Context: an optimization exercise on an open-source flow, tuned for small area. The choices shown serve that exercise and are no tape-out recipe. Only simulation tests tie the RTL to the original design; equivalence was not proved. Power and IR drop assume default switching activity.

`flow/run.sh`:
```
#!/bin/bash
# synth_recipe.tcl (not shown) runs the flow's synth.tcl, then flattens the netlist and writes it again
# the make line also repeats each setting of config.mk as NAME=value (left out here)
make -C /OpenROAD-flow-scripts/flow DESIGN_CONFIG=/design/flow/config.mk WORK_HOME=/design/flow/orfs CLKGATE_MAP_FILE= SYNTH_SCRIPT=/design/flow/synth_recipe.tcl finish
```
`flow/design.v`:
```
`timescale 1ns/1ps
package switch_pkg;
  localparam int data_width = 32;
  localparam int num_in     = 5;
  localparam int num_out    = 8;
  localparam int sel_width  = 4;    
  localparam int in_nw = 0;
  localparam int in_n  = 1;
  localparam int in_e  = 2;
  localparam int in_s  = 3;
  localparam int in_w  = 4;
  localparam int out_nw = 0;
  localparam int out_n  = 1;
  localparam int out_ne = 2;
  localparam int out_e  = 3;
  localparam int out_se = 4;
  localparam int out_s  = 5;
  localparam int out_sw = 6;
  localparam int out_w  = 7;
  localparam logic [sel_width-1:0] sel_off = 4'd0;
  localparam logic [sel_width-1:0] sel_nw  = 4'd1;
  localparam logic [sel_width-1:0] sel_e   = 4'd2;
  localparam logic [sel_width-1:0] sel_n   = 4'd3;
  localparam logic [sel_width-1:0] sel_s   = 4'd4;
  localparam logic [sel_width-1:0] sel_w   = 4'd5;
  typedef struct packed {
    logic [data_width-1:0] data;
    logic                  valid;
  } flit_t;
  typedef struct packed {
    logic [num_out-1:0][sel_width-1:0] sel;
    logic                              valid;
  } conf_view_t;
  typedef union packed {
    flit_t      flit;
    conf_view_t conf;
  } port_word_t;
  typedef logic [num_in-1:0] src_onehot_t;    
endpackage
`timescale 1ns/1ps
module route_config (
  input  logic                                              clk,
  input  logic                                              rst_n,
  input  logic                                              conf_en,
  input  logic [32:0]                                       conf_word,
  output switch_pkg::src_onehot_t [switch_pkg::num_out-1:0] src
);
  logic [switch_pkg::num_out-1:0][switch_pkg::sel_width-1:0] conf_q;
  always_ff @(posedge clk or negedge rst_n) begin
    if (!rst_n) begin
      conf_q <= '0;    
    end else if (conf_en) begin
      conf_q <= conf_word[32:1];
    end
  end
  always_comb begin
    for (int k = 0; k < switch_pkg::num_out; k++) begin
      src[k] = '0;
      case (conf_q[k])
        switch_pkg::sel_nw: src[k][switch_pkg::in_nw] = 1'b1;
        switch_pkg::sel_e:  src[k][switch_pkg::in_e]  = 1'b1;
        switch_pkg::sel_n:  src[k][switch_pkg::in_n]  = 1'b1;
        switch_pkg::sel_s:  src[k][switch_pkg::in_s]  = 1'b1;
        switch_pkg::sel_w:  src[k][switch_pkg::in_w]  = 1'b1;
        default:            src[k] = '0;    
      endcase
    end
  end
endmodule
`timescale 1ns/1ps
module input_stage (
  input  logic        clk,
  input  logic        rst_n,
  input  logic        conf_en,
  input  logic [32:0] d_in,
  input  logic        credit,    
  output logic [31:0] last,      
  output logic        c_out      
);
  logic [31:0] mem0, mem1;
  logic        rd_ptr;
  logic [1:0]  fill;      
  logic [1:0]  cred;      
  logic        wr_ptr;
  logic        push;
  logic        send;
  assign wr_ptr = rd_ptr ^ fill[0];
  assign push   = d_in[0] && !conf_en && !fill[1];
  assign send   = (fill != 2'd0) && (cred != 2'd0);
  always_ff @(posedge clk) begin
    if (push && !wr_ptr) mem0 <= d_in[32:1];
    if (push &&  wr_ptr) mem1 <= d_in[32:1];
  end
  always_ff @(posedge clk or negedge rst_n) begin
    if (!rst_n) begin
      rd_ptr <= 1'b0;
      fill   <= 2'd0;
      cred   <= 2'd2;
      c_out  <= 1'b0;
    end else begin
      if (send) rd_ptr <= !rd_ptr;
      case ({push, send})
        2'b10:   fill <= fill + 2'd1;
        2'b01:   fill <= fill - 2'd1;
        default: fill <= fill;
      endcase
      case ({credit, send})
        2'b10:   cred <= cred + 2'd1;
        2'b01:   cred <= cred - 2'd1;
        default: cred <= cred;
      endcase
      c_out <= send;
    end
  end
  assign last = rd_ptr ? mem0 : mem1;
endmodule
`timescale 1ns/1ps
module crossbar (
  input  switch_pkg::src_onehot_t [switch_pkg::num_out-1:0] src,
  input  logic [switch_pkg::num_in-1:0]                     c_out,    
  input  logic [switch_pkg::num_in-1:0][31:0]               last,     
  input  logic [switch_pkg::num_out-1:0]                    c_in,
  output logic [switch_pkg::num_in-1:0]                     credit,
  output logic [switch_pkg::num_out-1:0][32:0]              d_out     
);
  always_comb begin
    for (int k = 0; k < switch_pkg::num_out; k++) begin
      d_out[k] = '0;
      for (int i = 0; i < switch_pkg::num_in; i++) begin
        if (src[k][i] && c_out[i]) begin
          d_out[k] = d_out[k] | {last[i], 1'b1};
        end
      end
    end
  end
  always_comb begin
    for (int i = 0; i < switch_pkg::num_in; i++) begin
      logic used, all_ok;
      used   = 1'b0;
      all_ok = 1'b1;
      for (int k = 0; k < switch_pkg::num_out; k++) begin
        if (src[k][i]) begin
          used   = 1'b1;
          all_ok = all_ok & c_in[k];
        end
      end
      credit[i] = used & all_ok;
    end
  end
endmodule
`timescale 1ns/1ps
module switch_top #(
  parameter int buf_depth = 2
) (
  input  logic                   clk,
  input  logic                   rst_n,
  input  logic                   conf_en,
  input  logic [32:0]            d_in_nw,
  input  logic [32:0]            d_in_n,
  input  logic [32:0]            d_in_e,
  input  logic [32:0]            d_in_s,
  input  logic [32:0]            d_in_w,
  output logic                   c_out_nw,
  output logic                   c_out_n,
  output logic                   c_out_e,
  output logic                   c_out_s,
  output logic                   c_out_w,
  output logic [32:0]            d_out_nw,
  output logic [32:0]            d_out_n,
  output logic [32:0]            d_out_ne,
  output logic [32:0]            d_out_e,
  output logic [32:0]            d_out_se,
  output logic [32:0]            d_out_s,
  output logic [32:0]            d_out_sw,
  output logic [32:0]            d_out_w,
  input  logic                   c_in_nw,
  input  logic                   c_in_n,
  input  logic                   c_in_ne,
  input  logic                   c_in_e,
  input  logic                   c_in_se,
  input  logic                   c_in_s,
  input  logic                   c_in_sw,
  input  logic                   c_in_w
);
  logic [switch_pkg::num_in-1:0][32:0]               d_in_v;
  logic [switch_pkg::num_in-1:0]                     c_out_v;
  logic [switch_pkg::num_in-1:0]                     credit;
  logic [switch_pkg::num_in-1:0][31:0]               last;
  switch_pkg::src_onehot_t [switch_pkg::num_out-1:0] src;
  logic [switch_pkg::num_out-1:0][32:0]              d_out_v;
  logic [switch_pkg::num_out-1:0]                    c_in_v;
  assign d_in_v[switch_pkg::in_nw] = d_in_nw;
  assign d_in_v[switch_pkg::in_n]  = d_in_n;
  assign d_in_v[switch_pkg::in_e]  = d_in_e;
  assign d_in_v[switch_pkg::in_s]  = d_in_s;
  assign d_in_v[switch_pkg::in_w]  = d_in_w;
  assign c_out_nw = c_out_v[switch_pkg::in_nw];
  assign c_out_n  = c_out_v[switch_pkg::in_n];
  assign c_out_e  = c_out_v[switch_pkg::in_e];
  assign c_out_s  = c_out_v[switch_pkg::in_s];
  assign c_out_w  = c_out_v[switch_pkg::in_w];
  assign c_in_v = {c_in_w, c_in_sw, c_in_s, c_in_se, c_in_e, c_in_ne, c_in_n, c_in_nw};
  assign d_out_nw = d_out_v[switch_pkg::out_nw];
  assign d_out_n  = d_out_v[switch_pkg::out_n];
  assign d_out_ne = d_out_v[switch_pkg::out_ne];
  assign d_out_e  = d_out_v[switch_pkg::out_e];
  assign d_out_se = d_out_v[switch_pkg::out_se];
  assign d_out_s  = d_out_v[switch_pkg::out_s];
  assign d_out_sw = d_out_v[switch_pkg::out_sw];
  assign d_out_w  = d_out_v[switch_pkg::out_w];
  route_config route_config_i (
    .clk       (clk),
    .rst_n     (rst_n),
    .conf_en   (conf_en),
    .conf_word (d_in_w),    
    .src       (src)
  );
  for (genvar i = 0; i < switch_pkg::num_in; i++) begin : g_stage
    input_stage input_stage_i (
      .clk     (clk),
      .rst_n   (rst_n),
      .conf_en (conf_en),
      .d_in    (d_in_v[i]),
      .credit  (credit[i]),
      .last    (last[i]),
      .c_out   (c_out_v[i])
    );
  end
  crossbar crossbar_i (
    .src    (src),
    .c_out  (c_out_v),
    .last   (last),
    .c_in   (c_in_v),
    .credit (credit),
    .d_out  (d_out_v)
  );
endmodule
```
`flow/constraint.sdc`:
```
create_clock -name core_clock -period 5.0 [get_ports {clk}]
set_input_delay 1.0000 -clock core_clock [delete_from_list [all_inputs] [get_ports {clk}]]
set_output_delay 1.0000 -clock core_clock [all_outputs]
set_load 0.01 [all_outputs]
```
`flow/config.mk`:
```
export PLATFORM = sky130hd
export DESIGN_NAME = switch_top
export DESIGN_NICKNAME = switch_top
export VERILOG_FILES = /design/flow/design.v
export SDC_FILE = /design/flow/constraint.sdc
export NUM_CORES = 4
export LEC_CHECK = 0
export CAP_MARGIN = 20
export CELL_PAD_IN_SITES_DETAIL_PLACEMENT = 1
export CELL_PAD_IN_SITES_GLOBAL_PLACEMENT = 2
export CORE_MARGIN = 2
export CORE_UTILIZATION = 30
export SLEW_MARGIN = 20
```
==> impl_results.md <==
* Status: complete, no violations
* Total congestion overflow at 0
* Post-detailed-route count of antenna-violating nets at 0
* Highest Clock Rate at 209 MHz
* Post-Syn Area at 21500 um^2
* Post-CTS Setup Inserts at 0
* Routed wire length at 125 mm
* Total placed cells including tap cells at 3440
* Max Slew Vio Count at 0
* Die width at 272 um
* Max IR drop VDD at 0.453 mV
* Yosys Warn Count at 3
* Die area at 73700 um^2
* FF/Latch Area at 11200 um^2
* Clk buf depth at 3
* Vias in the first global route at 22400
* Vias at 21600
* Total core area at 71100 um^2
* Setup violations, final at 0
* Clock skew at 0.0171 ns
* DRC at 0
* Multi-input gate area at 9510 um^2
* Effective utilization at floorplan at 30.2%
* Fill cells at 7752
* Area Overhead vs Synth at 36.7%
* Seq/Total Area, Yosys at 52.0%
* Final core occ at 41.3%
* Pwr/cell area at 505 nW/um^2
* CP arrival at 3.78 ns
* RD Place Congestion at 0.991
* CTS resizes at 1
* CTS sink cnt at 382
* Unrepaired setup endpoints after global routing: false
* Final Hold Viols at 0
* Post-Syn Instances at 2012
* Setup WS post-layout at 0.222 ns
* Drt first-iter violations at 2195
* Layout cells sized above 1 at 13.0%
* Clk Latency, worst-skew pair at 0.58 ns
* Post-DP HPWL at 90.6 mm
* Max-cap viol count at 0
* Clk slew on worst S/H paths at 0.06 ns
* GR Util All Layers at 32.9%
* I/O pins at 445
* Number of port buffers at 444
* Crit-path max FO at 17
* Routed length per instance at 35.4 um
* Slew @ Worst Pin at 1.11 ns
* Worst EP required at 4.00 ns
* Max-slew headroom at 23.8%
* Rows at 98
* Hold WC Path Type: reg2reg
* Root Driver: clkbuf_16
* Leakage at 11.5 nW
* Distinct cells, synth at 47
* Syn nets at 2198
* Crit path launch type: register
* CP endpoint kind: primary output
* Setup TNS at 0 ns
* Via-per-instance ratio at 6.14
* # diodes at 0
* TritonRoute pass-1 iters at 8
* Seq cells post-synth at 382
* CTS tree: yes
* Die H at 272 um
* CTS buffer count at 45
* Post-CTS Hold Fix Bufs at 0
* First-pass GRT wire length at 174 mm
* Tcrit/Tclk final at 95.6%
* DP Worst Slack at 0.580 ns
* Initial antenna violation count at 1
* Largest net degree at the start of global routing at 63
* WS Path Type: reg2out
* Final cell count without fillers at 3523
* H-tree Lvls at 2
* Min Tclk post-route at 4.78 ns
* Nets at 2725
* Syn_area_per_cell at 10.7 um^2
[layer usage]
layer,vias to the layer above,part of all wire (%),track usage (%)
met5,-,0.010,0
met1,11100,40,40.7
met2,1206,49,56.6
met3,244,7.5,6.65
li1,9054,-,-
met4,2,3.9,11.9
[cells by family after synthesis]
kind of cell | Yosys count | share of synthesized area, %
AND/OR/NAND/NOR | 682 | 16.8
AO/OA/AOI/OAI | 539 | 15.9
flip-flops | 382 | 52.0
multiplexers | 190 | 9.08
buffers and inverters | 169 | 3.99
XOR/XNOR | 40 | 1.63
adder cells (fa/ha/maj) | 10 | 0.583
[layout make-up]
type | instances | share of cell area [%]
sequential | 382 | 38.1
multi-input combinational | 1461 | 32.4
timing repair buffer | 639 | 20.6
clock buffer | 58 | 4.21
tap | 950 | 4.05
clock inverter | 23 | 0.597
inverter | 10 | 0.128
[path summary, 6_finish.rpt]
path	from	end	slack, ns	cells after the start
min in group asynchronous	rst_n	route_config_i.conf_q[16]$_DFFE_PN0P_	0.66	2
hold / removal	g_stage[4].input_stage_i.fill[1]$_DFFE_PN0P_	g_stage[4].input_stage_i.fill[1]$_DFFE_PN0P_	0.50	1
hold reg to reg	g_stage[4].input_stage_i.fill[1]$_DFFE_PN0P_	g_stage[4].input_stage_i.fill[1]$_DFFE_PN0P_	0.50	1
setup / recovery	route_config_i.conf_q[6]$_DFFE_PN0P_	d_out_n[6]	0.22	6
setup reg to reg	route_config_i.conf_q[24]$_DFFE_PN0P_	g_stage[2].input_stage_i.cred[1]$_DFFE_PN1P_	2.31	7
max in group asynchronous	rst_n	g_stage[1].input_stage_i.rd_ptr$_DFFE_PN0P_	3.62	2
[Yosys cell counts (all sizes together)]
master	instances	area, um^2
o22ai	512	3200
edfxtp	320	9610
nor2	283	1060
or3	258	1610
mux2i	160	1610
clkbuf	92	345
buf	67	473
dfrtp	57	1430
nand2	47	184
mux2	30	338
nor4b	24	235
xnor2	20	175
xor2	20	175
and3	13	81.3
and4bb	10	125
ha	10	125
inv	10	37.5
nand3	10	50.1
nor4	9	56.3
a22oi	8	60.1
nand4	8	50.1
nand4b	6	52.6
dfstp	5	131
o22a	5	43.8
nand2b	4	25.0
nor3	4	20.0
a22o	3	26.3
a211oi	2	15.0
a21oi	2	10.0
nor4bb	2	20.0
o21ai	2	10.0
a311o	1	10.0
a311oi	1	8.76
a32oi	1	8.76
and2	1	6.26
nor3b	1	7.51
o211a	1	10.0
o32a	1	10.0
or4	1	7.51
or4b	1	10.0
[power breakdown]
part | switching (mW) | internal, mW
sequential | 0.527 | 4.09
clock | 1.36 | 1.85
combinational | 4.27 | 2.73
[stage by stage]
| stage | total power, mW | hold WS [ns] | area (um^2) |
|---|---|---|---|
| global placement | 11.5 | 0.493 | 27900 |
| detailed placement | 11.6 | 0.502 | 27900 |
| global route | 15.3 | 0.527 | 29400 |
| finish | 14.8 | 0.504 | 29400 |
| floorplan | 7.83 | 0.464 | 21500 |
| CTS | 14.8 | 0.512 | 29300 |
[layout by cell type (no fill, tap or decap), drive strengths merged, types with 10 or more instances in the layout]
cell type      instances
clkdlybuf4s50        442
nand2                 47
nor2                 283
or3                  258
nand3                 10
buf                  197
ha                    10
clkbuf                58
clkinv                15
edfxtp               320
mux2i                160
o22ai                512
and3                  13
nor4b                 24
and4bb                10
xor2                  20
mux2                  30
dfrtp                 57
xnor2                 20
inv                   13
[state kept, by name, indices dropped and copies added, names as in the netlist]
| signal | count |
|---|---|
| g_stage.input_stage_i.rd_ptr | 5 |
| g_stage.input_stage_i.mem1 | 160 |
| g_stage.input_stage_i.mem0 | 160 |
| route_config_i.conf_q | 32 |
| g_stage.input_stage_i.cred | 10 |
| g_stage.input_stage_i.fill | 10 |
| g_stage.input_stage_i.c_out | 5 |
[critical path, stage by stage, from the launching register on]
cell and delay (ns):
dfrtp_1 0.44, nor4b_1 0.78, nand2_2 0.62, buf_4 0.41, o22ai_1 0.14, or3_1 0.23, clkdlybuf4s50_1 0.58

-- static timing again, ports no longer ideal --
No port has a modelled driver above. Below, the same layout with a new extraction and two added sets of constraints.
Step 1 (the two cells are an assumption about what drives the block):
set clk [get_ports {clk}]
set_driving_cell -lib_cell sky130_fd_sc_hd__clkbuf_16 $clk
set_driving_cell -lib_cell sky130_fd_sc_hd__buf_2 [delete_from_list [all_inputs] $clk]
Step 2, shift: input delay + t, output delay - t, t = (earliest + latest rising clock arrival at the registers) / 2. This alone moves slack from input paths to output paths.
Three values: no drivers, after step 1, after step 2; two values: the first two.
shift t [ns]: 0.635
setup slack, ns: 0.222 / 0.155 / 0.790
worst setup path at the end: register to output
cell pins on the clock port's net: 1
After both steps this run still meets setup and hold. For this run, drivers alone change the setup slack by -0.067 ns; drivers and shift together by +0.568 ns.
